This is an optimization exercise on Yosys and OpenROAD, whose aim is small area, a short achievable clock period and few clock cycles, not a production implementation. Function was checked by simulation only, so behaviour that the tests miss may differ from the original. Power is estimated from default activity; no workload was simulated.

File: flow/design.v
    localparam [19:0] POS_CAP  = 20'hFFFFF;
    localparam [15:0] LINE_CAP = 16'hFFFF;
    localparam [5:0] K_LPAREN  = 6'd0;
    localparam [5:0] K_RPAREN  = 6'd1;
    localparam [5:0] K_LBRACE  = 6'd2;
    localparam [5:0] K_RBRACE  = 6'd3;
    localparam [5:0] K_COMMA   = 6'd4;
    localparam [5:0] K_DOT     = 6'd5;
    localparam [5:0] K_MINUS   = 6'd6;
    localparam [5:0] K_PLUS    = 6'd7;
    localparam [5:0] K_SEMI    = 6'd8;
    localparam [5:0] K_SLASH   = 6'd9;
    localparam [5:0] K_STAR    = 6'd10;
    localparam [5:0] K_BANG    = 6'd11;
    localparam [5:0] K_EQUAL   = 6'd13;
    localparam [5:0] K_GREATER = 6'd15;
    localparam [5:0] K_LESS    = 6'd17;
    localparam [5:0] K_IDENT   = 6'd19;
    localparam [5:0] K_STRING  = 6'd20;
    localparam [5:0] K_NUMBER  = 6'd21;
    localparam [5:0] K_KW_BASE = 6'd22;
    localparam [5:0] K_END     = 6'd38;
    localparam [5:0] K_ERROR   = 6'd39;
    localparam [3:0] S_IDLE    = 4'd0;
    localparam [3:0] S_OP      = 4'd1;
    localparam [3:0] S_SLASH   = 4'd2;
    localparam [3:0] S_COMMENT = 4'd3;
    localparam [3:0] S_STR     = 4'd4;
    localparam [3:0] S_IDENT   = 4'd5;
    localparam [3:0] S_INT     = 4'd6;
    localparam [3:0] S_INTDOT  = 4'd7;
    localparam [3:0] S_FRAC    = 4'd8;
    function automatic is_digit(input [7:0] c);
        is_digit = (c >= 8'h30) && (c <= 8'h39);
    endfunction
    function automatic is_alpha(input [7:0] c);
        is_alpha = ((c >= 8'h61) && (c <= 8'h7A)) || ((c >= 8'h41) && (c <= 8'h5A)) ||
                   (c == 8'h5F);
    endfunction
    function automatic [5:0] paired_kind(input [5:0] k);
        case (k[2:0])
            3'd3:    paired_kind = 6'd12;
            3'd5:    paired_kind = 6'd14;
            3'd7:    paired_kind = 6'd16;
            default: paired_kind = 6'd18;
        endcase
    endfunction
    function automatic [5:0] single_kind(input [7:0] c);
        case (c)
            "(": single_kind = K_LPAREN;
            ")": single_kind = K_RPAREN;
            "{": single_kind = K_LBRACE;
            "}": single_kind = K_RBRACE;
            ",": single_kind = K_COMMA;
            ".": single_kind = K_DOT;
            "-": single_kind = K_MINUS;
            "+": single_kind = K_PLUS;
            ";": single_kind = K_SEMI;
            default: single_kind = K_STAR;
        endcase
    endfunction
    function automatic is_single(input [7:0] c);
        case (c)
            "(", ")", "{", "}", ",", ".", "-", "+", ";", "*": is_single = 1'b1;
            default: is_single = 1'b0;
        endcase
    endfunction
    function automatic [5:0] op_kind(input [7:0] c);
        case (c)
            "=":     op_kind = K_EQUAL;
            ">":     op_kind = K_GREATER;
            "<":     op_kind = K_LESS;
            default: op_kind = K_BANG;
        endcase
    endfunction
    localparam [5:0] KW_ROOT = 6'd1;
    function automatic [5:0] kw_step(input [5:0] s, input [7:0] c);
        begin
            kw_step = 6'd0;
            case (s)
                6'd1: case (c)
                    "a": kw_step = 6'd2;
                    "c": kw_step = 6'd5;
                    "e": kw_step = 6'd10;
                    "f": kw_step = 6'd14;
                    "i": kw_step = 6'd23;
                    "n": kw_step = 6'd25;
                    "o": kw_step = 6'd28;
                    "p": kw_step = 6'd30;
                    "r": kw_step = 6'd35;
                    "s": kw_step = 6'd41;
                    "t": kw_step = 6'd46;
                    "v": kw_step = 6'd53;
                    "w": kw_step = 6'd56;
                    default: ;
                endcase
                6'd2: case (c)
                    "n": kw_step = 6'd3;
                    default: ;
                endcase
                6'd3: case (c)
                    "d": kw_step = 6'd4;
                    default: ;
                endcase
                6'd5: case (c)
                    "l": kw_step = 6'd6;
                    default: ;
                endcase
                6'd6: case (c)
                    "a": kw_step = 6'd7;
                    default: ;
                endcase
                6'd7: case (c)
                    "s": kw_step = 6'd8;
                    default: ;
                endcase
                6'd8: case (c)
                    "s": kw_step = 6'd9;
                    default: ;
                endcase
                6'd10: case (c)
                    "l": kw_step = 6'd11;
                    default: ;
                endcase
                6'd11: case (c)
                    "s": kw_step = 6'd12;
                    default: ;
                endcase
                6'd12: case (c)
                    "e": kw_step = 6'd13;
                    default: ;
                endcase
                6'd14: case (c)
                    "a": kw_step = 6'd15;
                    "o": kw_step = 6'd21;
                    "u": kw_step = 6'd19;
                    default: ;
                endcase
                6'd15: case (c)
                    "l": kw_step = 6'd16;
                    default: ;
                endcase
                6'd16: case (c)
                    "s": kw_step = 6'd17;
                    default: ;
                endcase
                6'd17: case (c)
                    "e": kw_step = 6'd18;
                    default: ;
                endcase
                6'd19: case (c)
                    "n": kw_step = 6'd20;
                    default: ;
                endcase
                6'd21: case (c)
                    "r": kw_step = 6'd22;
                    default: ;
                endcase
                6'd23: case (c)
                    "f": kw_step = 6'd24;
                    default: ;
                endcase
                6'd25: case (c)
                    "i": kw_step = 6'd26;
                    default: ;
                endcase
                6'd26: case (c)
                    "l": kw_step = 6'd27;
                    default: ;
                endcase
                6'd28: case (c)
                    "r": kw_step = 6'd29;
                    default: ;
                endcase
                6'd30: case (c)
                    "r": kw_step = 6'd31;
                    default: ;
                endcase
                6'd31: case (c)
                    "i": kw_step = 6'd32;
                    default: ;
                endcase
                6'd32: case (c)
                    "n": kw_step = 6'd33;
                    default: ;
                endcase
                6'd33: case (c)
                    "t": kw_step = 6'd34;
                    default: ;
                endcase
                6'd35: case (c)
                    "e": kw_step = 6'd36;
                    default: ;
                endcase
                6'd36: case (c)
                    "t": kw_step = 6'd37;
                    default: ;
                endcase
                6'd37: case (c)
                    "u": kw_step = 6'd38;
                    default: ;
                endcase
                6'd38: case (c)
                    "r": kw_step = 6'd39;
                    default: ;
                endcase
                6'd39: case (c)
                    "n": kw_step = 6'd40;
                    default: ;
                endcase
                6'd41: case (c)
                    "u": kw_step = 6'd42;
                    default: ;
                endcase
                6'd42: case (c)
                    "p": kw_step = 6'd43;
                    default: ;
                endcase
                6'd43: case (c)
                    "e": kw_step = 6'd44;
                    default: ;
                endcase
                6'd44: case (c)
                    "r": kw_step = 6'd45;
                    default: ;
                endcase
                6'd46: case (c)
                    "h": kw_step = 6'd47;
                    "r": kw_step = 6'd50;
                    default: ;
                endcase
                6'd47: case (c)
                    "i": kw_step = 6'd48;
                    default: ;
                endcase
                6'd48: case (c)
                    "s": kw_step = 6'd49;
                    default: ;
                endcase
                6'd50: case (c)
                    "u": kw_step = 6'd51;
                    default: ;
                endcase
                6'd51: case (c)
                    "e": kw_step = 6'd52;
                    default: ;
                endcase
                6'd53: case (c)
                    "a": kw_step = 6'd54;
                    default: ;
                endcase
                6'd54: case (c)
                    "r": kw_step = 6'd55;
                    default: ;
                endcase
                6'd56: case (c)
                    "h": kw_step = 6'd57;
                    default: ;
                endcase
                6'd57: case (c)
                    "i": kw_step = 6'd58;
                    default: ;
                endcase
                6'd58: case (c)
                    "l": kw_step = 6'd59;
                    default: ;
                endcase
                6'd59: case (c)
                    "e": kw_step = 6'd60;
                    default: ;
                endcase
                default: ;
            endcase
        end
    endfunction
    function automatic [5:0] kw_kind(input [5:0] s);
        begin
            case (s)
                6'd4: kw_kind = 6'd22;
                6'd9: kw_kind = 6'd23;
                6'd13: kw_kind = 6'd24;
                6'd18: kw_kind = 6'd25;
                6'd20: kw_kind = 6'd26;
                6'd22: kw_kind = 6'd27;
                6'd24: kw_kind = 6'd28;
                6'd27: kw_kind = 6'd29;
                6'd29: kw_kind = 6'd30;
                6'd34: kw_kind = 6'd31;
                6'd40: kw_kind = 6'd32;
                6'd45: kw_kind = 6'd33;
                6'd49: kw_kind = 6'd34;
                6'd52: kw_kind = 6'd35;
                6'd55: kw_kind = 6'd36;
                6'd60: kw_kind = 6'd37;
                default: kw_kind = 6'd19;
            endcase
        end
    endfunction
`timescale 1ns / 1ps
module script_lexer_tokenizer_unit (
    input  logic        i_clk,
    input  logic        i_rst_n,
    input  logic        i_byte_valid,
    output logic        o_byte_ready,
    input  logic [7:0]  i_byte_ch,
    input  logic        i_byte_final,
    output logic        o_tok_valid,
    input  logic        i_tok_ready,
    output logic [5:0]  o_tok_kind,
    output logic [19:0] o_tok_start,
    output logic [19:0] o_tok_len,
    output logic [15:0] o_tok_line,
    output logic [15:0] o_tok_col,
    output logic [7:0]  o_tok_bad,
    output logic        o_tok_last
);
    localparam [19:0] POS_CAP  = 20'hFFFFF;
    localparam [15:0] LINE_CAP = 16'hFFFF;
    localparam [5:0] K_LPAREN  = 6'd0;
    localparam [5:0] K_RPAREN  = 6'd1;
    localparam [5:0] K_LBRACE  = 6'd2;
    localparam [5:0] K_RBRACE  = 6'd3;
    localparam [5:0] K_COMMA   = 6'd4;
    localparam [5:0] K_DOT     = 6'd5;
    localparam [5:0] K_MINUS   = 6'd6;
    localparam [5:0] K_PLUS    = 6'd7;
    localparam [5:0] K_SEMI    = 6'd8;
    localparam [5:0] K_SLASH   = 6'd9;
    localparam [5:0] K_STAR    = 6'd10;
    localparam [5:0] K_BANG    = 6'd11;
    localparam [5:0] K_EQUAL   = 6'd13;
    localparam [5:0] K_GREATER = 6'd15;
    localparam [5:0] K_LESS    = 6'd17;
    localparam [5:0] K_IDENT   = 6'd19;
    localparam [5:0] K_STRING  = 6'd20;
    localparam [5:0] K_NUMBER  = 6'd21;
    localparam [5:0] K_KW_BASE = 6'd22;
    localparam [5:0] K_END     = 6'd38;
    localparam [5:0] K_ERROR   = 6'd39;
    localparam [3:0] S_IDLE    = 4'd0;
    localparam [3:0] S_OP      = 4'd1;
    localparam [3:0] S_SLASH   = 4'd2;
    localparam [3:0] S_COMMENT = 4'd3;
    localparam [3:0] S_STR     = 4'd4;
    localparam [3:0] S_IDENT   = 4'd5;
    localparam [3:0] S_INT     = 4'd6;
    localparam [3:0] S_INTDOT  = 4'd7;
    localparam [3:0] S_FRAC    = 4'd8;
    function automatic is_digit(input [7:0] c);
        is_digit = (c >= 8'h30) && (c <= 8'h39);
    endfunction
    function automatic is_alpha(input [7:0] c);
        is_alpha = ((c >= 8'h61) && (c <= 8'h7A)) || ((c >= 8'h41) && (c <= 8'h5A)) ||
                   (c == 8'h5F);
    endfunction
    function automatic [5:0] paired_kind(input [5:0] k);
        case (k[2:0])
            3'd3:    paired_kind = 6'd12;
            3'd5:    paired_kind = 6'd14;
            3'd7:    paired_kind = 6'd16;
            default: paired_kind = 6'd18;
        endcase
    endfunction
    function automatic [5:0] single_kind(input [7:0] c);
        case (c)
            "(": single_kind = K_LPAREN;
            ")": single_kind = K_RPAREN;
            "{": single_kind = K_LBRACE;
            "}": single_kind = K_RBRACE;
            ",": single_kind = K_COMMA;
            ".": single_kind = K_DOT;
            "-": single_kind = K_MINUS;
            "+": single_kind = K_PLUS;
            ";": single_kind = K_SEMI;
            default: single_kind = K_STAR;
        endcase
    endfunction
    function automatic is_single(input [7:0] c);
        case (c)
            "(", ")", "{", "}", ",", ".", "-", "+", ";", "*": is_single = 1'b1;
            default: is_single = 1'b0;
        endcase
    endfunction
    function automatic [5:0] op_kind(input [7:0] c);
        case (c)
            "=":     op_kind = K_EQUAL;
            ">":     op_kind = K_GREATER;
            "<":     op_kind = K_LESS;
            default: op_kind = K_BANG;
        endcase
    endfunction
    localparam [5:0] KW_ROOT = 6'd1;
    function automatic [5:0] kw_step(input [5:0] s, input [7:0] c);
        begin
            kw_step = 6'd0;
            case (s)
                6'd1: case (c)
                    "a": kw_step = 6'd2;
                    "c": kw_step = 6'd5;
                    "e": kw_step = 6'd10;
                    "f": kw_step = 6'd14;
                    "i": kw_step = 6'd23;
                    "n": kw_step = 6'd25;
                    "o": kw_step = 6'd28;
                    "p": kw_step = 6'd30;
                    "r": kw_step = 6'd35;
                    "s": kw_step = 6'd41;
                    "t": kw_step = 6'd46;
                    "v": kw_step = 6'd53;
                    "w": kw_step = 6'd56;
                    default: ;
                endcase
                6'd2: case (c)
                    "n": kw_step = 6'd3;
                    default: ;
                endcase
                6'd3: case (c)
                    "d": kw_step = 6'd4;
                    default: ;
                endcase
                6'd5: case (c)
                    "l": kw_step = 6'd6;
                    default: ;
                endcase
                6'd6: case (c)
                    "a": kw_step = 6'd7;
                    default: ;
                endcase
                6'd7: case (c)
                    "s": kw_step = 6'd8;
                    default: ;
                endcase
                6'd8: case (c)
                    "s": kw_step = 6'd9;
                    default: ;
                endcase
                6'd10: case (c)
                    "l": kw_step = 6'd11;
                    default: ;
                endcase
                6'd11: case (c)
                    "s": kw_step = 6'd12;
                    default: ;
                endcase
                6'd12: case (c)
                    "e": kw_step = 6'd13;
                    default: ;
                endcase
                6'd14: case (c)
                    "a": kw_step = 6'd15;
                    "o": kw_step = 6'd21;
                    "u": kw_step = 6'd19;
                    default: ;
                endcase
                6'd15: case (c)
                    "l": kw_step = 6'd16;
                    default: ;
                endcase
                6'd16: case (c)
                    "s": kw_step = 6'd17;
                    default: ;
                endcase
                6'd17: case (c)
                    "e": kw_step = 6'd18;
                    default: ;
                endcase
                6'd19: case (c)
                    "n": kw_step = 6'd20;
                    default: ;
                endcase
                6'd21: case (c)
                    "r": kw_step = 6'd22;
                    default: ;
                endcase
                6'd23: case (c)
                    "f": kw_step = 6'd24;
                    default: ;
                endcase
                6'd25: case (c)
                    "i": kw_step = 6'd26;
                    default: ;
                endcase
                6'd26: case (c)
                    "l": kw_step = 6'd27;
                    default: ;
                endcase
                6'd28: case (c)
                    "r": kw_step = 6'd29;
                    default: ;
                endcase
                6'd30: case (c)
                    "r": kw_step = 6'd31;
                    default: ;
                endcase
                6'd31: case (c)
                    "i": kw_step = 6'd32;
                    default: ;
                endcase
                6'd32: case (c)
                    "n": kw_step = 6'd33;
                    default: ;
                endcase
                6'd33: case (c)
                    "t": kw_step = 6'd34;
                    default: ;
                endcase
                6'd35: case (c)
                    "e": kw_step = 6'd36;
                    default: ;
                endcase
                6'd36: case (c)
                    "t": kw_step = 6'd37;
                    default: ;
                endcase
                6'd37: case (c)
                    "u": kw_step = 6'd38;
                    default: ;
                endcase
                6'd38: case (c)
                    "r": kw_step = 6'd39;
                    default: ;
                endcase
                6'd39: case (c)
                    "n": kw_step = 6'd40;
                    default: ;
                endcase
                6'd41: case (c)
                    "u": kw_step = 6'd42;
                    default: ;
                endcase
                6'd42: case (c)
                    "p": kw_step = 6'd43;
                    default: ;
                endcase
                6'd43: case (c)
                    "e": kw_step = 6'd44;
                    default: ;
                endcase
                6'd44: case (c)
                    "r": kw_step = 6'd45;
                    default: ;
                endcase
                6'd46: case (c)
                    "h": kw_step = 6'd47;
                    "r": kw_step = 6'd50;
                    default: ;
                endcase
                6'd47: case (c)
                    "i": kw_step = 6'd48;
                    default: ;
                endcase
                6'd48: case (c)
                    "s": kw_step = 6'd49;
                    default: ;
                endcase
                6'd50: case (c)
                    "u": kw_step = 6'd51;
                    default: ;
                endcase
                6'd51: case (c)
                    "e": kw_step = 6'd52;
                    default: ;
                endcase
                6'd53: case (c)
                    "a": kw_step = 6'd54;
                    default: ;
                endcase
                6'd54: case (c)
                    "r": kw_step = 6'd55;
                    default: ;
                endcase
                6'd56: case (c)
                    "h": kw_step = 6'd57;
                    default: ;
                endcase
                6'd57: case (c)
                    "i": kw_step = 6'd58;
                    default: ;
                endcase
                6'd58: case (c)
                    "l": kw_step = 6'd59;
                    default: ;
                endcase
                6'd59: case (c)
                    "e": kw_step = 6'd60;
                    default: ;
                endcase
                default: ;
            endcase
        end
    endfunction
    function automatic [5:0] kw_kind(input [5:0] s);
        begin
            case (s)
                6'd4: kw_kind = 6'd22;
                6'd9: kw_kind = 6'd23;
                6'd13: kw_kind = 6'd24;
                6'd18: kw_kind = 6'd25;
                6'd20: kw_kind = 6'd26;
                6'd22: kw_kind = 6'd27;
                6'd24: kw_kind = 6'd28;
                6'd27: kw_kind = 6'd29;
                6'd29: kw_kind = 6'd30;
                6'd34: kw_kind = 6'd31;
                6'd40: kw_kind = 6'd32;
                6'd45: kw_kind = 6'd33;
                6'd49: kw_kind = 6'd34;
                6'd52: kw_kind = 6'd35;
                6'd55: kw_kind = 6'd36;
                6'd60: kw_kind = 6'd37;
                default: kw_kind = 6'd19;
            endcase
        end
    endfunction
    logic        r_bv, r_fin;
    logic [7:0]  r_ch;
    logic        r_bv1, r_fin1, r_bv2, r_fin2;
    logic [7:0]  r_ch1, r_ch2;
    logic        r_vout, r_lout;
    logic [3:0]  r_mode, n_mode;
    logic        r_pend, n_pend;     
    logic        r_plast, n_plast;   
    logic        r_post, n_post;     
    logic        r_endp, n_endp;     
    logic [5:0]  r_kind, n_kind;
    logic [5:0]  r_trie, n_trie;
    logic [19:0] r_tb, n_tb;
    logic [19:0] r_len, n_len;
    logic [19:0] r_pos, n_pos;
    logic [15:0] r_line, n_line;
    logic [15:0] r_col, n_col;
    logic        r_errh, n_errh;     
    logic        consume;
    wire [7:0] c        = r_ch;
    wire       c_dig    = is_digit(c);
    wire       c_alp    = is_alpha(c);
    wire       c_aln    = c_dig || c_alp;
    wire       c_single = is_single(c);
    wire       c_op     = (c == "!") || (c == "=") || (c == "<") || (c == ">");
    wire       c_slash  = (c == "/");
    wire       c_quote  = (c == "\"");
    wire       c_nl     = (c == 8'h0A);
    wire       c_ws     = (c == " ") || (c == 8'h0D) || (c == 8'h09);
    wire       c_eq     = (c == "=");
    wire       c_dot    = (c == ".");
    wire       c_err    = !(c_single || c_op || c_slash || c_quote || c_nl || c_ws || c_aln);
    wire        pos_sat = &r_pos;
    wire [19:0] pos_i   = pos_sat ? r_pos : r_pos + 20'd1;
    wire [19:0] len_i   = pos_sat ? r_len : r_len + 20'd1;
    wire [15:0] col_i   = (&r_col) ? r_col : r_col + 16'd1;
    wire [15:0] line_i  = (&r_line) ? r_line : r_line + 16'd1;
    logic terminates, closable;
    always_comb begin
        terminates = 1'b0;
        closable   = 1'b1;
        case (r_mode)
            S_OP:     terminates = !c_eq;
            S_SLASH:  terminates = !c_slash;
            S_IDENT:  terminates = !c_aln;
            S_INT:    terminates = !c_dig && !c_dot;
            S_INTDOT: terminates = !c_dig;
            S_FRAC:   terminates = !c_dig;
            default:  closable = 1'b0;
        endcase
    end
    assign o_tok_valid = r_vout;
    assign o_tok_last  = r_lout;
    assign o_tok_kind  = r_kind;
    assign o_tok_start = r_tb;
    assign o_tok_len   = r_len;
    assign o_tok_line  = r_line;
    assign o_tok_col   = r_col;
    assign o_tok_bad   = r_errh ? r_ch : 8'd0;
    wire stall = r_vout && !i_tok_ready;
    always_comb begin
        logic do_idle, hold;
        n_mode = r_mode; n_pend = r_pend; n_plast = r_plast; n_post = r_post;
        n_endp = r_endp; n_kind = r_kind; n_trie = r_trie; n_tb = r_tb; n_len = r_len;
        n_pos = r_pos; n_line = r_line; n_col = r_col; n_errh = 1'b0;
        consume = 1'b0; do_idle = 1'b0; hold = 1'b0;
        begin
            n_pend = 1'b0; n_plast = 1'b1;
            if (r_endp) begin
                n_endp = 1'b0; n_post = 1'b0; n_mode = S_IDLE;
                n_pos = '0; n_line = 16'd1; n_col = '0;
                consume = 1'b1;
            end else if (r_errh) begin
                if (r_fin) n_post = 1'b1;
                else consume = 1'b1;
            end else if (r_post) begin
                if (r_mode == S_INTDOT) begin
                    n_tb = r_pos; n_len = {19'd0, !pos_sat}; n_pos = pos_i; n_col = col_i;
                    n_kind = K_DOT; n_pend = 1'b1; n_plast = 1'b0;
                    n_mode = S_IDLE;
                end else begin
                    n_tb = r_pos; n_len = '0; n_kind = K_END;
                    n_pend = 1'b1; n_plast = 1'b1; n_endp = 1'b1; n_mode = S_IDLE;
                end
            end else if (r_bv) begin
                case (r_mode)
                    S_OP: begin
                        if (c_eq) begin
                            n_pos = pos_i; n_col = col_i; n_len = len_i;
                            n_kind = paired_kind(r_kind); n_pend = 1'b1; n_mode = S_IDLE;
                        end else do_idle = 1'b1;
                    end
                    S_SLASH: begin
                        if (c_slash) begin
                            n_pos = pos_i; n_col = col_i; n_len = len_i; n_mode = S_COMMENT;
                        end else do_idle = 1'b1;
                    end
                    S_COMMENT: begin
                        if (!c_nl) begin
                            n_pos = pos_i; n_col = col_i;
                        end else do_idle = 1'b1;
                    end
                    S_STR: begin
                        if (c_nl) n_line = line_i;
                        n_pos = pos_i; n_col = col_i; n_len = len_i;
                        if (c_quote) begin
                            n_kind = K_STRING; n_pend = 1'b1; n_mode = S_IDLE;
                        end
                    end
                    S_IDENT: begin
                        if (c_aln) begin
                            n_trie = kw_step(r_trie, c); n_kind = kw_kind(n_trie);
                            n_pos = pos_i; n_col = col_i; n_len = len_i;
                        end else do_idle = 1'b1;
                    end
                    S_INT: begin
                        if (c_dig) begin
                            n_pos = pos_i; n_col = col_i; n_len = len_i;
                        end else if (c_dot) n_mode = S_INTDOT;
                        else do_idle = 1'b1;
                    end
                    S_FRAC: begin
                        if (c_dig) begin
                            n_pos = pos_i; n_col = col_i; n_len = len_i;
                        end else do_idle = 1'b1;
                    end
                    S_INTDOT: begin
                        hold = 1'b1;
                        if (c_dig) begin
                            n_pos = pos_i; n_col = col_i; n_len = len_i; n_mode = S_FRAC;
                        end else begin
                            n_tb = r_pos; n_len = {19'd0, !pos_sat}; n_pos = pos_i;
                            n_col = col_i; n_kind = K_DOT; n_pend = 1'b1;
                            n_plast = !r_fin && !c_single && !c_err; n_mode = S_IDLE;
                        end
                    end
                    default: do_idle = 1'b1;
                endcase
                if (do_idle) begin
                    n_tb = r_pos; n_pos = pos_i; n_col = col_i; n_len = {19'd0, !pos_sat};
                    n_mode = S_IDLE;
                    if (c_single) begin
                        n_kind = single_kind(c); n_pend = 1'b1;
                    end else if (c_op) begin
                        n_kind = op_kind(c); n_mode = S_OP;
                    end else if (c_slash) begin
                        n_kind = K_SLASH; n_mode = S_SLASH;
                    end else if (c_quote) begin
                        n_kind = K_STRING; n_mode = S_STR;
                    end else if (c_nl) begin
                        n_col = 16'd1; n_line = line_i;
                    end else if (c_dig) begin
                        n_kind = K_NUMBER; n_mode = S_INT;
                    end else if (c_alp) begin
                        n_trie = kw_step(KW_ROOT, c); n_kind = K_IDENT; n_mode = S_IDENT;
                    end else if (c_err) begin
                        n_kind = K_ERROR; n_len = 20'd1; n_pend = 1'b1; n_errh = 1'b1;
                        n_plast = !r_fin; hold = 1'b1;
                    end
                end
                if (!hold) begin
                    if (r_fin) begin
                        n_post = 1'b1; n_plast = 1'b0;
                    end else consume = 1'b1;
                end
            end
        end
    end
    wire       accept = i_byte_valid && !r_bv2;
    wire       a_free = !r_bv || consume;    
    wire       x_bv   = a_free ? r_bv1 : 1'b1;
    wire [7:0] x_ch   = a_free ? r_ch1 : r_ch;
    wire       x_fin  = a_free ? r_fin1 : r_fin;
    logic x_term, x_closable;
    always_comb begin
        x_term = 1'b0;
        x_closable = 1'b1;
        case (n_mode)
            S_OP:     x_term = (x_ch != "=");
            S_SLASH:  x_term = (x_ch != "/");
            S_IDENT:  x_term = !(is_digit(x_ch) || is_alpha(x_ch));
            S_INT:    x_term = !is_digit(x_ch) && (x_ch != ".");
            S_INTDOT: x_term = !is_digit(x_ch);
            S_FRAC:   x_term = !is_digit(x_ch);
            default:  x_closable = 1'b0;
        endcase
    end
    wire x_tokbyte = is_single(x_ch) ||
                     !(is_digit(x_ch) || is_alpha(x_ch) || (x_ch == "!") || (x_ch == "=") ||
                       (x_ch == "<") || (x_ch == ">") || (x_ch == "/") || (x_ch == "\"") ||
                       (x_ch == 8'h0A) || (x_ch == " ") || (x_ch == 8'h0D) || (x_ch == 8'h09));
    wire x_close = x_bv && !n_post && x_term;
    assign o_byte_ready = !r_bv2;
    wire q_move  = stall ? !r_bv : a_free;
    wire q1_move = q_move && r_bv1;
    always_ff @(posedge i_clk) begin
        if (!i_rst_n) begin
            r_bv <= 1'b0; r_bv1 <= 1'b0; r_bv2 <= 1'b0; r_vout <= 1'b0;
        end else begin
            if (q_move) r_bv <= r_bv1;
            if (q1_move) begin
                r_bv1 <= r_bv2 || accept;
                r_bv2 <= 1'b0;
            end else if (r_bv1) begin
                if (accept) r_bv2 <= 1'b1;
            end else begin
                r_bv1 <= accept;
            end
            if (!stall) r_vout <= n_pend || x_close || (n_post && x_closable);
        end
    end
    always_ff @(posedge i_clk) begin
        if (q_move) begin
            r_ch  <= r_ch1;
            r_fin <= r_fin1;
        end
        if (q1_move ? !r_bv2 : !r_bv1) begin
            r_ch1  <= i_byte_ch;
            r_fin1 <= i_byte_final;
        end else if (q1_move) begin
            r_ch1  <= r_ch2;
            r_fin1 <= r_fin2;
        end
        if (accept) begin
            r_ch2  <= i_byte_ch;
            r_fin2 <= i_byte_final;
        end
        if (!stall)
            r_lout <= n_pend ? n_plast :
                      x_close && !x_fin && (n_mode != S_INTDOT) && !x_tokbyte;
    end
    always_ff @(posedge i_clk) begin
        if (!i_rst_n) begin
            r_mode <= S_IDLE; r_pend <= 1'b0; r_errh <= 1'b0; r_post <= 1'b0; r_endp <= 1'b0;
            r_pos <= '0; r_line <= 16'd1; r_col <= '0;
        end else if (!stall) begin
            r_mode <= n_mode; r_pend <= n_pend; r_errh <= n_errh; r_post <= n_post; r_endp <= n_endp;
            r_pos <= n_pos; r_line <= n_line; r_col <= n_col;
        end
    end
    always_ff @(posedge i_clk) begin
        if (!stall) begin
            r_plast <= n_plast; r_kind <= n_kind; r_trie <= n_trie; r_tb <= n_tb;
            r_len <= n_len;
        end
    end
endmodule
File: flow/flow/run.sh
#!/bin/bash
# Standard layout (the standard.sh: ORFS synthesis to finish, same clock and
# constraints), with two changes to how the layout is made:
#  - the port buffers that ORFS inserts are plain buffers (buf_1) rather than the
#    delay cell ORFS picks by default; every port still gets its own buffer;
#  - ORFS's timing repair aims for more setup slack than the clock needs.
set -euo pipefail
export SETUP_SLACK_MARGIN=7.6
export BUFFER_PORTS_ARGS="-buffer_cell sky130_fd_sc_hd__buf_1"
bash standard.sh > standard_flow.log 2>&1
File: flow/standard.sh
#!/bin/bash
# synth_recipe.tcl (not shown) runs the flow's synth.tcl, then flattens the netlist and writes it again
# the make line also repeats each setting of config.mk as NAME=value (left out here)
make -C /OpenROAD-flow-scripts/flow DESIGN_CONFIG=/design/flow/config.mk WORK_HOME=/design/flow/orfs CLKGATE_MAP_FILE= SYNTH_SCRIPT=/design/flow/synth_recipe.tcl "${@:-finish}"
File: flow/config.mk
export PLATFORM = sky130hd
export DESIGN_NAME = script_lexer_tokenizer_unit
export DESIGN_NICKNAME = script_lexer_tokenizer_unit
export VERILOG_FILES = /design/flow/design.v
export SDC_FILE = /design/flow/constraint.sdc
export NUM_CORES = 4
export LEC_CHECK = 0
export ABC_AREA = 1
export CAP_MARGIN = 20
export CORE_MARGIN = 2
export CORE_UTILIZATION = 40
export SLEW_MARGIN = 20
File: flow/constraint.sdc
create_clock -name core_clock -period 11.0 [get_ports {i_clk}]
set_input_delay 2.2000 -clock core_clock [delete_from_list [all_inputs] [get_ports {i_clk}]]
set_output_delay 2.2000 -clock core_clock [all_outputs]
set_load 0.01 [all_outputs]
==> flow_metrics.tcl, run 1 <==
set metrics [dict create \
    status "timing/DRC/antenna clean" \
    drtPass1Iterations 5 \
    htreeDepth 4 \
    crit_path_max_incr_delay_ns 0.47 \
    maxSlewHeadroom_pct 48.2 \
    vias 10274 \
    post_drt_via_cell_ratio 5.33 \
    clock_sinks 143 \
    n_fill_cell 2424 \
    clkLatencyLatePin_ns 0.44 \
    worst-slew-pin-transition_ns 0.774 \
    synth_nets 1422 \
    fp.dieW_um 161 \
    grt_pass1_vias 9576 \
    tns_ns 0 \
    cts_hold_buffers 0 \
    antenna_cells 0 \
    grt_pass1_wl_um 47800 \
    power_density_nw_per_um2 292 \
    worstSetupStartpointType "flip-flop" \
    ir_worst_vdd_uv 131 \
    yosys_warnings 1 \
    hold_path.class "flip-flop to flip-flop" \
    placed_area_sq_um 10600 \
    numCtsBuffers 17 \
    grt_usage_pct 22.7 \
    criticalPathCategory "flip-flop to output pin" \
    cts_buffer_depth 2 \
    root_buffer "clkbuf_16" \
    start_util_pct 40.6 \
    power.internal_mw 1.88 \
    wl_per_cell_um 15.8 \
    ios 102 \
    rsz0062_at_grt "yes" \
    drt_iter0_drc 839 \
    fin_crit_ns 3.47 \
    skew_ns 0.0151 \
    required_ns 8.80 \
    place_congestion 0.995 \
    seqPwrFrac_pct 26.8 \
    overflow 0 \
    path_max_fanout 4 \
    synth_area_per_cell_sq_um 7.02 \
    drc 0 \
    period_share_pct 31.6 \
    setup_viol 0 \
    postLayoutCellArea_sq_um 12600 \
    clk_pin_slew_worst_paths_ns 0.06 \
    crit_chain "buf_6 -> nand2_2 -> inv_1 -> buf_2" \
    synth-seq-cells 143 \
    async_reset_ff_share_pct 0 \
    drv_slew 0 \
    p_switching_mw 1.80 \
    io_buffers 101 \
    synth.distinct_cells 60 \
    dieArea_sq_um 25900 \
    ant_nets 0 \
    antenna_found_initial 0 \
    leakage_nw 5.12 \
    hold_viol 0 \
    drt-total-wl_um 30500 \
    grt_max_degree 21 \
    area_delta_synth_final_pct 28.0 \
    cts_tree "yes" \
    critical-path-slowest-cell "edfxtp_1" \
    end_kind "output pin" \
    core_sq_um 24200 \
    synth_ff_type "edfxtp_1" \
    seq_area_frac_synth_pct 37.2 \
    clock.fmax_ghz 0.288 \
    layout.nets 1612 \
    fp.dieH_um 161 \
    critPathArrivalTime_ns 1.27 \
    clockPowerShare_pct 16.7 \
    netlist_instances 1401 \
    fin_total_pwr_mw 3.68 \
    placementRows 57 \
    place_hpwl_um 21700 \
    cap_violations 0 \
    switching_share_pct 48.9 \
    syn_area_sq_um 9840 \
    pwr-share-comb_pct 56.4 \
    drive_gt1_share_pct 22.1 \
    synth_edf_count 80 \
]
[synth_stat cells (4+ instances only)]
| master | count | area [sq um] |
|---|---|---|
| inv_1 | 187 | 702 |
| nand3_1 | 100 | 500 |
| a221oi_1 | 4 | 35.0 |
| clkinv_1 | 4 | 15.0 |
| nor2_1 | 176 | 661 |
| nor3b_1 | 8 | 60.1 |
| o211ai_1 | 13 | 97.6 |
| dfxtp_1 | 63 | 1260 |
| a211oi_1 | 7 | 52.6 |
| nor2_4 | 4 | 45.0 |
| a31oi_1 | 9 | 56.3 |
| ha_1 | 8 | 100 |
| nand3b_1 | 6 | 45.0 |
| o21ai_1 | 8 | 40.0 |
| nor4_1 | 18 | 113 |
| mux2_4 | 9 | 135 |
| o31ai_1 | 7 | 52.6 |
| nand4_1 | 29 | 181 |
| clkbuf_1 | 14 | 52.6 |
| nor2_2 | 18 | 113 |
| a21oi_1 | 68 | 340 |
| edfxtp_1 | 80 | 2400 |
| nand3_2 | 7 | 70.1 |
| nor3_1 | 65 | 325 |
| nand2_2 | 21 | 131 |
| nand2_1 | 315 | 1180 |
| xor2_1 | 19 | 166 |
| o21ai_0 | 61 | 305 |
| inv_2 | 18 | 67.6 |
| xnor2_1 | 7 | 61.3 |
[stage by stage]
step | hold WS, ns | worst slack, ns | instances | utilization [%]
after global placement | 0.412 | 6.81 | 1806 | 43.6
after floorplan | 0.408 | 7.40 | 1401 | -
after detailed placement | 0.416 | 6.76 | 1806 | 43.6
after CTS | 0.432 | 7.47 | 1876 | 48.7
final | 0.442 | 7.53 | 1928 | 51.9
after global routing | 0.452 | 7.30 | 1928 | 51.9
[per-layer routing]
layer / global-route usage [%] / routed length (um)
met2: 36.7 / 14300
met4: 8.36 / 792
met1: 30.6 / 13600
met3: 4.05 / 1780
met5: 0 / 0
[timing repair]
item	4_1_cts	5_1_grt
endpoints found under the setup margin	136	110
cloned	2	2
pin swaps	14	35
resized for setup	67	124
buffers inserted	36	50
[flip-flops by register name (all words and copies together) (netlist names)]
register and cells:
r_bv 1, r_bv1 1, r_bv2 1, r_ch 8
r_ch1 8, r_ch2 8, r_col 16, r_endp 1
r_errh 1, r_fin 1, r_fin1 1, r_fin2 1
r_kind 6, r_len 20, r_line 16, r_lout 1
r_mode 4, r_pos 20, r_post 1, r_tb 20
r_trie 6, r_vout 1
[cell usage in the layout (no fill, tap or decap), types with 7 or more instances in the layout]
cell type  count
buf_4         75
buf_6         10
buf_1         93
nand4_1       29
nor2_2        22
a31oi_1        8
nand2_2       45
nand3_2       15
xor2_1        19
nor3b_1        7
xnor2_1        7
a211oi_1       7
nor3_1        51
o211ai_1      13
mux2_4         9
inv_1        168
nor3_2        12
nand2_4       10
a21oi_1       65
nor2_1       149
o21ai_1       11
nor2_4        28
nand2_1      281
nand3_1       90
inv_2         33
dfxtp_1       60
o21ai_0       55
clkbuf_16     17
nor4_1        15
edfxtp_1      80
[path summary, 6_finish.rpt]
check / startpoint / cells past startpoint / end / slack, ns
max: r_ch[7] / 4 / o_tok_bad[7] / 7.53
min: r_pos[16] / 0 / r_tb[16] / 0.44
max reg2reg: r_ch[7] / 19 / r_kind[3] / 7.53
min reg2reg: r_pos[16] / 0 / r_tb[16] / 0.44
[worst max-delay path, delay by kind of cell (launching register included)]
family | cells | cell delay (ns)
DFF | 1 | 0.47
buffers and inverters | 3 | 0.32
and+or+nand+nor | 1 | 0.06
[power by group through the flow]
stage / sequential, mW / clock [mW] / combinational (mW)
6_report: 0.989 / 0.616 / 2.08
5_1_grt: 1.01 / 0.650 / 2.28
4_1_cts: 0.985 / 0.628 / 1.79
3_5_place_dp: 1.01 / 0 / 1.56
3_3_place_gp: 1.00 / 0 / 1.57
2_1_floorplan: 0.984 / 0 / 1.16
[final cells by class]
type                    count  area [sq um]  share of cell area (%)
flip-flops and latches    143          3670                    29.1
inverters                 210           813                    6.46
multi-input cells        1031          5950                    47.2
clock inverters            15           196                    1.56
repair buffers            188          1130                    9.01
well taps                 324           405                    3.22
clock buffers              17           425                    3.38
[kinds of logic (layout without fill, tap and decap cells)]
family          after synthesis  after routing  synth area share (%)
flops                       143            143                  37.2
buf+inv                     231            430                  9.13
mux                          10             10                  1.48
simple gates                784            787                  36.7
fa+ha+maj                     8              8                  1.02
compound gates              199            200                  12.2
xor+xnor                     26             26                  2.31
Testbench counts, summed over its fixed seeds: cycles 22,586.
==> run 2, diff against run 1 <==
--- a/flow/flow/run.sh
+++ b/flow/flow/run.sh
@@ -7,3 +7,3 @@
 set -euo pipefail
-export SETUP_SLACK_MARGIN=7.6
+export SETUP_SLACK_MARGIN=7.0
 export BUFFER_PORTS_ARGS="-buffer_cell sky130_fd_sc_hd__buf_1"
==> run 2 against run 1 <==
Design area is 9.1% lower; worst hold slack worse by 0.0078 ns; via count is 3.7% lower; largest power group unchanged; count of clock-buffer cells in the layout stayed put; combinational power is 19% lower; non-clock buffer count is 63 lower; sequential power hardly changed; synthesized area stayed put; still clean; critical endpoint is now r_col[9].
==> flow_metrics.tcl, run 2 <==
set metrics [dict create \
    status "timing/DRC/antenna clean" \
    synth_ff_type "edfxtp_1" \
    synth_nets 1422 \
    layout.nets 1546 \
    cap_violations 0 \
    place_hpwl_um 21300 \
    post_drt_via_cell_ratio 5.31 \
    critPathArrivalTime_ns 4.00 \
    ant_nets 0 \
    critical-path-slowest-cell "o21ai_1" \
    start_util_pct 40.6 \
    syn_area_sq_um 9840 \
    yosys_warnings 1 \
    cp_top_family "compound AO/OA/AOI/OAI gates" \
    clock.fmax_ghz 0.266 \
    leakage_nw 4.62 \
    numCtsBuffers 17 \
    netlist_instances 1401 \
    antenna_found_initial 0 \
    cts_tree "yes" \
    cp-startpoint "i_tok_ready" \
    placementRows 57 \
    final_cell_mix "nand2_1, inv_1, nor2_1" \
    drt_iter0_drc 833 \
    synth_area_per_cell_sq_um 7.02 \
    path_max_fanout 14 \
    clk_pin_slew_worst_paths_ns 0.07 \
    synthTopCellsByArea "edfxtp_1, dfxtp_1, nand2_1" \
    core_sq_um 24200 \
    r2r_end "r_kind[3]" \
    grt_pass1_vias 9173 \
    ir_worst_vdd_uv 129 \
    maxSlewHeadroom_pct 31.5 \
    crit_chain "buf_1 -> nor2_4 -> clkinvlp_4 -> nand2_1 -> a21oi_1 -> nand2_2 -> buf_12 -> o21ai_1 -> a221oi_1" \
    final_util_pct 47.2 \
    drtPass1Iterations 5 \
    hold_path.class "flip-flop to flip-flop" \
    io_buffers 101 \
    criticalPathCategory "primary input to flip-flop" \
    cts_buffer_depth 2 \
    skew_ns 0.00960 \
    end_kind "flip-flop" \
    cts_hold_buffers 0 \
    fin_crit_ns 3.76 \
    power_density_nw_per_um2 284 \
    dieArea_sq_um 25900 \
    synth_top_cell_by_area "edfxtp_1" \
    worstSetupStartpointType "primary input" \
    ios 102 \
    postLayoutCellArea_sq_um 11400 \
    required_ns 11.25 \
    seq_area_frac_synth_pct 37.2 \
    wl_per_cell_um 15.0 \
    ff2ff_path_depth 17 \
    overflow 0 \
    synth.distinct_cells 60 \
    crit_path_max_incr_delay_ns 0.79 \
    drive_gt1_share_pct 11.2 \
    placed_area_sq_um 10500 \
    clock_sinks 143 \
    tns_ns 0 \
    grt_usage_pct 21.4 \
    synth_edf_count 80 \
    place_congestion 0.959 \
    worst-slew-pin-transition_ns 1.02 \
    r2r_slack_ns 7.32 \
    final_common_cell "nand2_1" \
    drt-total-wl_um 27900 \
    rsz0062_at_grt "yes" \
    area_delta_synth_final_pct 16.3 \
    top_regs "r_len: 20 flops, r_pos: 20 flops, r_tb: 20 flops" \
    vias 9890 \
    cp_num_buf_inv 3 \
    yosysMostFrequentCell "nand2_1" \
    grt_max_degree 21 \
    cp_num_cells 9 \
    root_buffer "clkbuf_16" \
    hold_viol 0 \
    clkLatencyLatePin_ns 0.43 \
    fp.dieH_um 161 \
    drc 0 \
    timing.rr.start "r_ch[0]" \
    synth.top_cells.by_count "nand2_1, inv_1, nor2_1" \
    drv_slew 0 \
    n_fill_cell 2522 \
    fp.dieW_um 161 \
    synth-seq-cells 143 \
    grt_pass1_wl_um 45200 \
    endpoint "r_col[9]" \
    setup_viol 0 \
    htreeDepth 4 \
    setup_slack_ns 7.24 \
    synth_top_area_share_pct 24.4 \
    period_share_pct 34.2 \
    async_reset_ff_share_pct 0 \
    place_ws_ns 6.56 \
    antenna_cells 0 \
]
-- run 2: cell types whose count changed in the layout (fill, tap and decap cells not counted), moves of 8 or more --
| cell | change |
|---|---|
| buf_6 | -10 |
| buf_4 | -53 |
| nand2_2 | -22 |
| nor3_1 | +12 |
| nand2_1 | +31 |
| nor2_1 | +22 |
| buf_1 | +8 |
| nand3_2 | -9 |
| inv_1 | +19 |
| nand3_1 | +10 |
| inv_2 | -15 |
| nor2_4 | -19 |
-- run 2: per-layer routing --
metal	vias to the layer above	wire length (um)	GRT usage (%)
met5	-	0	0
met4	0	676	7.10
met3	53	1690	4.44
met2	327	12600	33.7
met1	4566	12900	29.5
li1	4944	-	-
-- run 2: worst register-to-register path, stage by stage, from the launching register on --
cell and delay (ns):
edfxtp_1 0.51, inv_2 0.18, nor2_2 0.09, nand3_1 0.32, inv_1 0.16, nand3_1 0.14, nand3_1 0.09, nor3_1 0.17
nand3_1 0.18, nor4_4 0.38, inv_1 0.13, ha_1 0.23, nand3_1 0.13, nand3_1 0.10, o21ai_0 0.16, a21oi_1 0.10
o21ai_0 0.18, a31oi_1 0.13
-- run 2: final cells by class --
class	count	area, sq um	area share [%]
Timing Repair Buffer	125	584	5.11
Clock buffer	17	425	3.72
Inverter	210	793	6.93
Sequential cell	143	3660	32.0
Tap cell	324	405	3.54
Multi-Input combinational cell	1028	5400	47.2
Clock inverter	15	173	1.51
-- run 2: timing repair --
item	in CTS	in global routing
setup endpoints to repair	10	65
pin swaps	0	7
cloned	0	1
setup buffers	0	22
resized for setup	1	22
-- run 2: metrics by stage --
stage,total power [mW],cells,hold slack [ns]
2_1_floorplan,2.13,1401,0.408
6_report,3.25,1862,0.434
5_1_grt,3.52,1862,0.452
3_3_place_gp,2.54,1806,0.417
4_1_cts,3.13,1838,0.437
3_5_place_dp,2.54,1806,0.419
-- run 2: cell families (layout without fill, tap and decap cells) --
kind of cell | count (synthesis) | count (layout) | synth area share, %
adder cells (fa/ha/maj) | 8 | 8 | 1.02
multiplexers | 10 | 10 | 1.48
AO/OA/AOI/OAI | 199 | 199 | 12.2
flip-flops | 143 | 143 | 37.2
AND/OR/NAND/NOR | 784 | 785 | 36.7
XOR/XNOR | 26 | 26 | 2.31
buffers and inverters | 231 | 367 | 9.13
-- run 2: where the power goes --
group / internal [mW] / total, mW / switching [mW]
Sequential: 0.820 / 0.988 / 0.168
Combinational: 0.518 / 1.68 / 1.16
Clock: 0.306 / 0.581 / 0.275
-- run 2: worst min path at each step --
| stage | startpoint | to | slack [ns] | cells after the start |
|---|---|---|---|---|
| finish | r_pos[2] | r_tb[2] | 0.43 | 0 |
| global route | r_pos[2] | r_tb[2] | 0.45 | 0 |
| CTS | r_pos[2] | r_tb[2] | 0.44 | 0 |
| detailed placement | r_pos[2] | r_tb[2] | 0.42 | 0 |
| global placement | r_pos[13] | r_tb[13] | 0.42 | 0 |
| floorplan | r_pos[13] | r_tb[13] | 0.41 | 0 |
==> run 3, diff against run 2 <==
--- a/flow/config.mk
+++ b/flow/config.mk
@@ -10,3 +10,3 @@
 export CORE_MARGIN = 2
-export CORE_UTILIZATION = 40
+export CORE_UTILIZATION = 60
 export SLEW_MARGIN = 20
==> run 3 against run 2 <==
Maximum frequency fell by 2.4%; clock skew barely moved; count of clock-buffer cells in the layout did not move.
==> flow_metrics.tcl, run 3 <==
set metrics [dict create \
    status "timing/DRC/antenna clean" \
    grt_pass1_vias 9021 \
    grt_max_degree 21 \
    fin_crit_ns 3.85 \
    post_drt_via_cell_ratio 5.70 \
    antenna_cells 0 \
    crit_path_max_incr_delay_ns 0.44 \
    drt_iter0_drc 1005 \
    ant_nets 0 \
    vias 9991 \
    drc 0 \
    synth.top_cells.by_count "nand2_1, inv_1, nor2_1" \
    ios 102 \
    period_share_pct 35.0 \
    worstSetupStartpointType "flip-flop" \
    multi_input_area_sq_um 5390 \
    hold_viol 0 \
    synth_edf_count 80 \
    setup_slack_ns 7.15 \
    drv_slew 0 \
    clk_pin_slew_worst_paths_ns 0.07 \
    fp.dieW_um 132 \
    placementRows 46 \
    clock_sinks 143 \
    synth.distinct_cells 60 \
    synth_ff_type "edfxtp_1" \
    cts_buffer_depth 2 \
    clkLatencyLatePin_ns 0.43 \
    rsz0062_at_grt "yes" \
    final_cell_mix "nand2_1, inv_1, nor2_1" \
    cap_violations 0 \
    synth_nets 1422 \
    crit_chain "inv_1 -> nand2_1 -> nor2_4 -> nand2_2 -> nand2_2 -> nand3_1 -> nor2_2 -> nand3_4 -> nand3_2 -> nand3_2 -> nand2_2 -> nand2_4 -> nand2_1 -> nand2_2 -> nor2_2 -> inv_1 -> nor2_1 -> nand2_1 -> nand3_1 -> nand3_1 -> nand3_1 -> nand2_1" \
    fin_total_pwr_mw 3.24 \
    seq_area_frac_synth_pct 37.2 \
    setup_viol 0 \
    end_kind "flip-flop" \
    drive_gt1_share_pct 11.4 \
    fp.dieH_um 132 \
    synth_area_per_cell_sq_um 7.02 \
    criticalPathCategory "flip-flop to flip-flop" \
    layout.nets 1544 \
    postLayoutCellArea_sq_um 11300 \
    required_ns 11.19 \
    leakage_nw 4.59 \
    netlist_instances 1401 \
    instances_no_fill 1752 \
    top_regs "r_len: 20 flops, r_pos: 20 flops, r_tb: 20 flops" \
    antenna_found_initial 0 \
    yosysMostFrequentCell "nand2_1" \
    async_reset_ff_share_pct 0 \
    area_delta_synth_final_pct 14.4 \
    synth_top_cell_by_area "edfxtp_1" \
    drtPass1Iterations 8 \
    critPathArrivalTime_ns 4.04 \
    place_congestion 0.976 \
    grt_pass1_wl_um 42600 \
    cts_hold_buffers 0 \
    n_fill_cell 1356 \
    htreeDepth 4 \
    ff_latch_area_sq_um 3660 \
    io_buffers 101 \
    start_util_pct 61.7 \
    critical-path-slowest-cell "edfxtp_1" \
    power_density_nw_per_um2 288 \
    synth-seq-cells 143 \
    final_common_cell "nand2_1" \
    dp.cells 1698 \
    synthTopCellsByArea "edfxtp_1, dfxtp_1, nand2_1" \
    clock.fmax_ghz 0.260 \
    place_hpwl_um 19900 \
    place_ws_ns 6.64 \
    worst-slew-pin-transition_ns 0.984 \
    placed_area_sq_um 10400 \
    overflow 0 \
    dieArea_sq_um 17400 \
    cts_tree "yes" \
    tns_ns 0 \
    syn_area_sq_um 9840 \
    wl_per_cell_um 15.2 \
    grt_usage_pct 29.5 \
    hold-worst-slack_ns 0.439 \
    ir_worst_vdd_uv 198 \
    hold_path.class "flip-flop to flip-flop" \
    path_max_fanout 16 \
    maxSlewHeadroom_pct 34.0 \
    root_buffer "clkbuf_16" \
    core_sq_um 15900 \
    yosys_warnings 1 \
    skew_ns 0.00944 \
    drt-total-wl_um 26700 \
    numCtsBuffers 17 \
    synth_top_area_share_pct 24.4 \
    final_util_pct 70.6 \
]
==> run 3: cell counts after synthesis <==
Identical to the previous run, type by type.
==> run 3: cell families (layout without fill, tap and decap cells) <==
group                    after synthesis  in the layout  share of synthesized area, %
AO/OA/AOI/OAI                        199            199                          12.2
XOR/XNOR                              26             26                          2.31
adder cells (fa/ha/maj)                8              8                          1.02
buffers and inverters                231            365                          9.13
flip-flops                           143            143                          37.2
multiplexers                          10             10                          1.48
AND/OR/NAND/NOR                      784            785                          36.7
==> run 3: layout make-up <==
| type | count | share of cell area [%] |
|---|---|---|
| Multi-Input combinational cell | 1028 | 47.9 |
| Inverter | 210 | 7.08 |
| Sequential cell | 143 | 32.5 |
| Timing Repair Buffer | 123 | 4.83 |
| Tap cell | 216 | 2.40 |
| Clock inverter | 15 | 1.49 |
| Clock buffer | 17 | 3.78 |
==> run 3: worst paths after layout <==
check / cells past startpoint / from / end / slack, ns
hold reg to reg: 0 / r_pos[16] / r_tb[16] / 0.44
setup / recovery: 22 / r_ch[6] / r_lout / 7.15
setup reg to reg: 22 / r_ch[6] / r_lout / 7.15
hold / removal: 0 / r_pos[16] / r_tb[16] / 0.44
==> run 3: layer usage <==
metal | wire [um] | GRT usage, %
met5 | 0 | 0
met4 | 729 | 11.5
met3 | 1990 | 6.19
met2 | 12200 | 47.1
met1 | 11800 | 39.6
==> run 3: timing repair <==
| item | 4_1_cts | 5_1_grt |
|---|---|---|
| cloned | 0 | 1 |
| pin swaps | 0 | 4 |
| gates resized for setup | 1 | 22 |
| setup buffers | 1 | 20 |
| endpoints found under the setup margin | 12 | 57 |
==> run 3: where the power goes <==
part,total [mW],internal (mW),switching [mW]
Clock,0.581,0.323,0.258
Combinational,1.67,0.508,1.16
Sequential,0.992,0.821,0.172
==> run 3: critical path, delay by kind of cell, from the launching register on <==
family | cells | cell delay (ns)
simple gates | 20 | 2.92
flops | 1 | 0.44
buf+inv | 2 | 0.23

## static timing again, ports no longer ideal
The flow's constraints put no driver on any port. The routed layouts listed below were extracted and timed again, unchanged, in two steps. Step 1, drivers: a clkbuf_16 drives i_clk and a buf_2 each remaining input, both assumed. Step 2 adds t to the input delays and takes it off the output delays; t is the mean of the earliest and latest rising clock arrival at the registers after step 1. Input paths then give back, and output paths get back, about the clock's delay inside the block. Three values: ideal ports, drivers, drivers and shift; two values: the first two.
run | t, ns | setup WS [ns] | worst hold slack (ns) | slew at the worst register clock pin (ns) | worst data-port slew with drivers (ns)
run 1 | 0.479 | 7.526 / 7.477 / 7.208 | 0.442 / 0.442 / 0.442 | 0.07 / 0.07 | 0.04
run 2 | 0.470 | 7.242 / 7.245 / 6.775 | 0.434 / 0.434 / 0.434 | 0.07 / 0.07 | 0.04
run 3 | 0.474 | 7.150 / 7.150 / 6.781 | 0.439 / 0.439 / 0.439 | 0.07 / 0.07 | 0.03
After both steps setup and hold are still met in every run listed. The setup slack of run 2, which loses most, moves by +0.003 ns with the drivers and by -0.467 ns with both steps.
